This design comes from an exercise in tuning for small area on the open sky130 flow, not from production work.
Function was checked by simulation only, so behaviour that the tests miss may differ from the original.

## v6
// activation_stream_packer
module activation_stream_packer #(
    parameter int unsigned DATA_WIDTH  = activation_pkg::DATA_WIDTH,
    parameter int unsigned MATRIX_SIZE = activation_pkg::MATRIX_SIZE,
    parameter int unsigned CNT_WIDTH   = 8
) (
    input  logic                                clk,
    input  logic                                rst,
    input  logic                                cfg_valid,
    output logic                                cfg_ready,
    input  logic [31:0]                         cfg_size,
    input  logic [1:0]                          cfg_func,
    input  logic                                s_valid,
    output logic                                s_ready,
    input  logic [DATA_WIDTH-1:0]               s_data,
    input  logic                                s_last,
    output logic [MATRIX_SIZE*DATA_WIDTH-1:0]   matrix_out,
    output logic [31:0]                         matrix_size_out,
    output logic [1:0]                          func_sel_out,
    output logic                                valid_out,
    output logic                                busy,
    output logic                                err_len,
    output logic                                err_cfg
);
For scale: about 4000 cells after synthesis, roughly 1600 flip-flops, about 1700 I/O pins, ~50000 µm² of cells after synthesis.
export LEC_CHECK = 0
export CAP_MARGIN = 10
export CORE_AREA = 5 5 295 295
export DIE_AREA = 0 0 300 300
export SLEW_MARGIN = 10
create_clock -name core_clock -period 5.0 [get_ports {clk}]
standard.sh (not shown) runs the stock make flow with config.mk's settings and CLKGATE_MAP_FILE= SYNTH_SCRIPT=/design/flow/synth_recipe.tcl, a recipe that flattens the netlist after the stock synthesis.
==> flow/flow/run.sh <==
#!/bin/bash
# Standard layout, with the port buffers made of the smallest buffer cell and clock tree
# synthesis without dummy loads, the clock pin
# placed with room around it, and synthesis's larger gates swapped for drive-1 ones before
# global placement. Each tool's full output stays in orfs/logs; make's own
# output goes to flow_make.log.
set -euo pipefail
cd "$(dirname "$0")/.."
bash standard.sh \
  BUFFER_PORTS_ARGS="-buffer_cell sky130_fd_sc_hd__buf_1" \
  CTS_ARGS="-sink_clustering_enable -repair_clock_nets -dont_use_dummy_load -buf_list sky130_fd_sc_hd__clkbuf_8 -sink_clustering_size 18 -sink_clustering_max_diameter 60" \
  PLACE_PINS_ARGS="-min_distance 1 -min_distance_in_tracks -exclude left:144-156" \
  PRE_IO_PLACEMENT_TCL="$PWD/flow/io_pre.tcl" \
  PRE_GLOBAL_PLACE_TCL="$PWD/flow/downsize.tcl" \
  finish > flow_make.log 2>&1
==> flow/flow/downsize.tcl <==
# Synthesis sizes some gates for speed the design does not need at this period. Swap every
# combinational gate for the drive-1 version of the same function; the repair steps that
# follow size up whatever then needs it.
set n_swapped 0
foreach inst [[ord::get_db_block] getInsts] {
  set name [[$inst getMaster] getName]
  if {![regexp {^(sky130_fd_sc_hd__([a-z0-9]+))_([0-9]+)$} $name -> base func drive]} { continue }
  if {$drive <= 1} { continue }
  if {[regexp {^(df|edf|sdf|dl|buf|clk|tap|conb|diode|fill|decap)} $func]} { continue }
  set small [[ord::get_db] findMaster ${base}_1]
  if {$small eq "NULL"} { continue }
  $inst swapMaster $small
  incr n_swapped
}
puts "downsize: swapped $n_swapped gates to drive 1"
==> flow/flow/io_pre.tcl <==
# Put the clock pin in the middle of the left edge, with no other pin within 6 um of it
# (place_pins below is given -exclude left:144-156), so its wiring has room.
place_pin -pin_name clk -layer met3 -location {0 150} -pin_size {0.8 0.3} -force_to_die_boundary
v6: full flow OK, the timing, design-rule and antenna checks passed
For v7, these inputs were changed with respect to v6:
==> flow/flow/run.sh <==
#!/bin/bash
# Standard layout, with the port buffers made of the smallest buffer cell and clock tree
# synthesis without dummy loads. Each tool's full output stays in orfs/logs; make's own
# output goes to flow_make.log.
set -euo pipefail
cd "$(dirname "$0")/.."
bash standard.sh \
  BUFFER_PORTS_ARGS="-buffer_cell sky130_fd_sc_hd__buf_1" \
  CTS_ARGS="-sink_clustering_enable -repair_clock_nets -dont_use_dummy_load -buf_list sky130_fd_sc_hd__clkbuf_8 -sink_clustering_size 18 -sink_clustering_max_diameter 60" \
  PLACE_PINS_ARGS="-min_distance 1 -min_distance_in_tracks -exclude left:144-156" \
  PRE_IO_PLACEMENT_TCL="$PWD/flow/io_pre.tcl" \
  finish > flow_make.log 2>&1
removed: flow/flow/downsize.tcl
Notes after the runs:
Global-route total usage across every layer, v6 and v7, lower one = v7. Going from v6 to v7, critical path depth fell by 4; area taken by flip-flops and latches now sits at about the same level; setup slack after layout fell by 200 ps. The number of cells after detailed placement on v6 is in line with that on v7. Compared v7 vs v6, and signed area change from the synthesized netlist to the final layout is up in v7.

Setup of oak:
activation_stream_packer, a different RTL version from the one above (not shown whole).
Size: ~0.051 mm^2 of cells after synthesis.
// activation_stream_packer
module activation_stream_packer #(
    parameter int unsigned DATA_WIDTH  = activation_pkg::DATA_WIDTH,
    parameter int unsigned MATRIX_SIZE = activation_pkg::MATRIX_SIZE,
    parameter int unsigned CNT_WIDTH   = 8
) (
    input  logic                                clk,
    input  logic                                rst,
    input  logic                                cfg_valid,
    output logic                                cfg_ready,
    input  logic [31:0]                         cfg_size,
    input  logic [1:0]                          cfg_func,
    input  logic                                s_valid,
    output logic                                s_ready,
    input  logic [DATA_WIDTH-1:0]               s_data,
    input  logic                                s_last,
    output logic [MATRIX_SIZE*DATA_WIDTH-1:0]   matrix_out,
    output logic [31:0]                         matrix_size_out,
    output logic [1:0]                          func_sel_out,
    output logic                                valid_out,
    output logic                                busy,
    output logic                                err_len,
    output logic                                err_cfg
);
Settings: LEC_CHECK=0, CAP_MARGIN=10, CORE_AREA=5 5 295 295, DIE_AREA=0 0 300 300, SLEW_MARGIN=10, SYNTH_HIERARCHICAL=1, SYNTH_MINIMUM_KEEP_SIZE=0; clock period 5.0 ns.
==> flow/flow/run.sh <==
#!/bin/bash
# Standard layout, with the port buffers made of the smallest buffer cell and clock tree
# synthesis without dummy loads, the clock pin
# placed with room around it, and synthesis's larger gates swapped for drive-1 ones before
# global placement. Each tool's full output stays in orfs/logs; make's own
# output goes to flow_make.log.
set -euo pipefail
cd "$(dirname "$0")/.."
bash standard.sh \
  BUFFER_PORTS_ARGS="-buffer_cell sky130_fd_sc_hd__buf_1" \
  CTS_ARGS="-sink_clustering_enable -repair_clock_nets -dont_use_dummy_load -buf_list sky130_fd_sc_hd__clkbuf_8 -sink_clustering_size 18 -sink_clustering_max_diameter 60" \
  PLACE_PINS_ARGS="-min_distance 1 -min_distance_in_tracks -exclude left:144-156" \
  PRE_IO_PLACEMENT_TCL="$PWD/flow/io_pre.tcl" \
  PRE_GLOBAL_PLACE_TCL="$PWD/flow/downsize.tcl" \
  finish > flow_make.log 2>&1
==> flow/flow/downsize.tcl <==
# Synthesis sizes some gates for speed the design does not need at this period. Swap every
# combinational gate for the drive-1 version of the same function; the repair steps that
# follow size up whatever then needs it.
set n_swapped 0
foreach inst [[ord::get_db_block] getInsts] {
  set name [[$inst getMaster] getName]
  if {![regexp {^(sky130_fd_sc_hd__([a-z0-9]+))_([0-9]+)$} $name -> base func drive]} { continue }
  if {$drive <= 1} { continue }
  if {[regexp {^(df|edf|sdf|dl|buf|clk|tap|conb|diode|fill|decap)} $func]} { continue }
  set small [[ord::get_db] findMaster ${base}_1]
  if {$small eq "NULL"} { continue }
  $inst swapMaster $small
  incr n_swapped
}
puts "downsize: swapped $n_swapped gates to drive 1"
Scripts as last shown in full above: flow/flow/io_pre.tcl
Relative to oak, the following input files were edited for pine:
- DIE_AREA: 0 0 300 300 -> 0 0 265 265
- PLACE_DENSITY_LB_ADDON: unset -> 0.05
- CORE_AREA: 5 5 295 295 -> 5 5 260 260
diff --git a/flow/flow/run.sh b/flow/flow/run.sh
--- a/flow/flow/run.sh
+++ b/flow/flow/run.sh
@@ -12 +12 @@
-  PLACE_PINS_ARGS="-min_distance 1 -min_distance_in_tracks -exclude left:144-156" \
+  PLACE_PINS_ARGS="-min_distance 1 -min_distance_in_tracks -exclude left:126.5-138.5" \
==> flow/flow/io_pre.tcl <==
# Put the clock pin in the middle of the left edge, with no other pin within 6 um of it
# (place_pins below is given -exclude left:126.5-138.5), so its wiring has room.
place_pin -pin_name clk -layer met3 -location {0 132.5} -pin_size {0.8 0.3} -force_to_die_boundary
==> summary.txt <==
pine did not run to completion, as it errored out during global routing (5_1_grt). Compared with oak, in pine mux contribution to synthesized area did not really move; number of clock sinks neither gained nor lost much; synthesized area divided by synthesized cell count now sits at about the same level; instance count after placement with tap cells included -223. Row area of placed instances: pine lower / oak higher.
> inputs changed (pine -> birch)
- PLACE_DENSITY_LB_ADDON removed (was 0.05)
- CORE_AREA changed from 5 5 260 260 to 5 5 295 295
- GPL_TIMING_DRIVEN newly set to 0
- DIE_AREA changed from 0 0 265 265 to 0 0 300 300
diff --git a/flow/flow/run.sh b/flow/flow/run.sh
--- a/flow/flow/run.sh
+++ b/flow/flow/run.sh
@@ -12 +12 @@
-  PLACE_PINS_ARGS="-min_distance 1 -min_distance_in_tracks -exclude left:126.5-138.5" \
+  PLACE_PINS_ARGS="-min_distance 1 -min_distance_in_tracks -exclude left:144-156" \
diff --git a/flow/flow/downsize.tcl b/flow/flow/downsize.tcl
--- a/flow/flow/downsize.tcl
+++ b/flow/flow/downsize.tcl
@@ -15,0 +16,4 @@
+
+# Global placement is not timing driven here, so it does not remove synthesis's buffers
+# itself; remove them before the port buffers go in, and let repair_design buffer afterwards.
+remove_buffers
==> flow/flow/io_pre.tcl <==
# Put the clock pin in the middle of the left edge, with no other pin within 6 um of it
# (place_pins below is given -exclude left:144-156), so its wiring has room.
place_pin -pin_name clk -layer met3 -location {0 150} -pin_size {0.8 0.3} -force_to_die_boundary
==> comparison <==
birch: full flow OK, the timing, design-rule and antenna checks passed. Reported for birch and pine, distinct cell type count after synthesis turned out identical to the last digit. birch against pine: half-perimeter wire length of the detailed placement result saw an increase; fraction of the mapped netlist area in compound gates shows no meaningful change; final weighted congestion in routability-driven placement decreased by 0.24 relative to the old numbers; average instance area after synthesis neither gained nor lost much; CTS buffer count increased by 7 relative to the old numbers. birch has cell area reported after detailed placement above what pine had. Delta (birch minus pine): number of cells produced by synthesis held steady, site row count higher, worst setup slack before clock tree synthesis down 1.11 ns.
### birch -> maple
- SLEW_MARGIN now 0, was 10
- GPL_TIMING_DRIVEN no longer set, was 0
- CAP_MARGIN now 0, was 10
diff --git a/flow/flow/downsize.tcl b/flow/flow/downsize.tcl
--- a/flow/flow/downsize.tcl
+++ b/flow/flow/downsize.tcl
@@ -16,4 +15,0 @@
-
-# Global placement is not timing driven here, so it does not remove synthesis's buffers
-# itself; remove them before the port buffers go in, and let repair_design buffer afterwards.
-remove_buffers
Results
maple vs. birch: wire length of the first global-routing pass went down by 1.1%, number of cells in the design after placement went down by 60, transition time at the pin with the least slew margin rose by 0.032 ns, aggregate routed wire length saw a decrease. Looking at critical path depth, maple sits 2 below birch. Compared with birch, maple shows area of all placed cells without fillers lower by about 2.6%. Comparing maple and birch, the higher sequential share of layout area is on maple.

[separate check: timing with driven ports]
In the flow no input, the clock included, has a driving cell. The finished layouts below were timed again as built, in two steps. Step 1, drivers: a clkbuf_16 drives clk and a buf_2 each remaining input, both assumed. Step 2 adds t to the input delays and takes it off the output delays; t is the mean of the earliest and latest rising clock arrival at the registers after step 1. Input paths then give back, and output paths get back, about the clock's delay inside the block. a / b / c = ideal ports / drivers / drivers and shift; a / b = the first two.
run	t (ns)	setup WS [ns]	hold WS [ns]
v6	0.769	1.905 / 1.931 / 1.161	0.466 / 0.466 / 0.466
v7	0.774	1.707 / 1.707 / 1.150	0.468 / 0.468 / 0.468
oak	0.776	1.461 / 1.423 / 0.647	0.484 / 0.484 / 0.484
birch	0.775	0.426 / 0.451 / -0.325	0.473 / 0.473 / 0.473
maple	0.776	1.461 / 1.423 / 0.647	0.484 / 0.484 / 0.484
Met with ideal ports but missed after step 2: setup timing in birch.
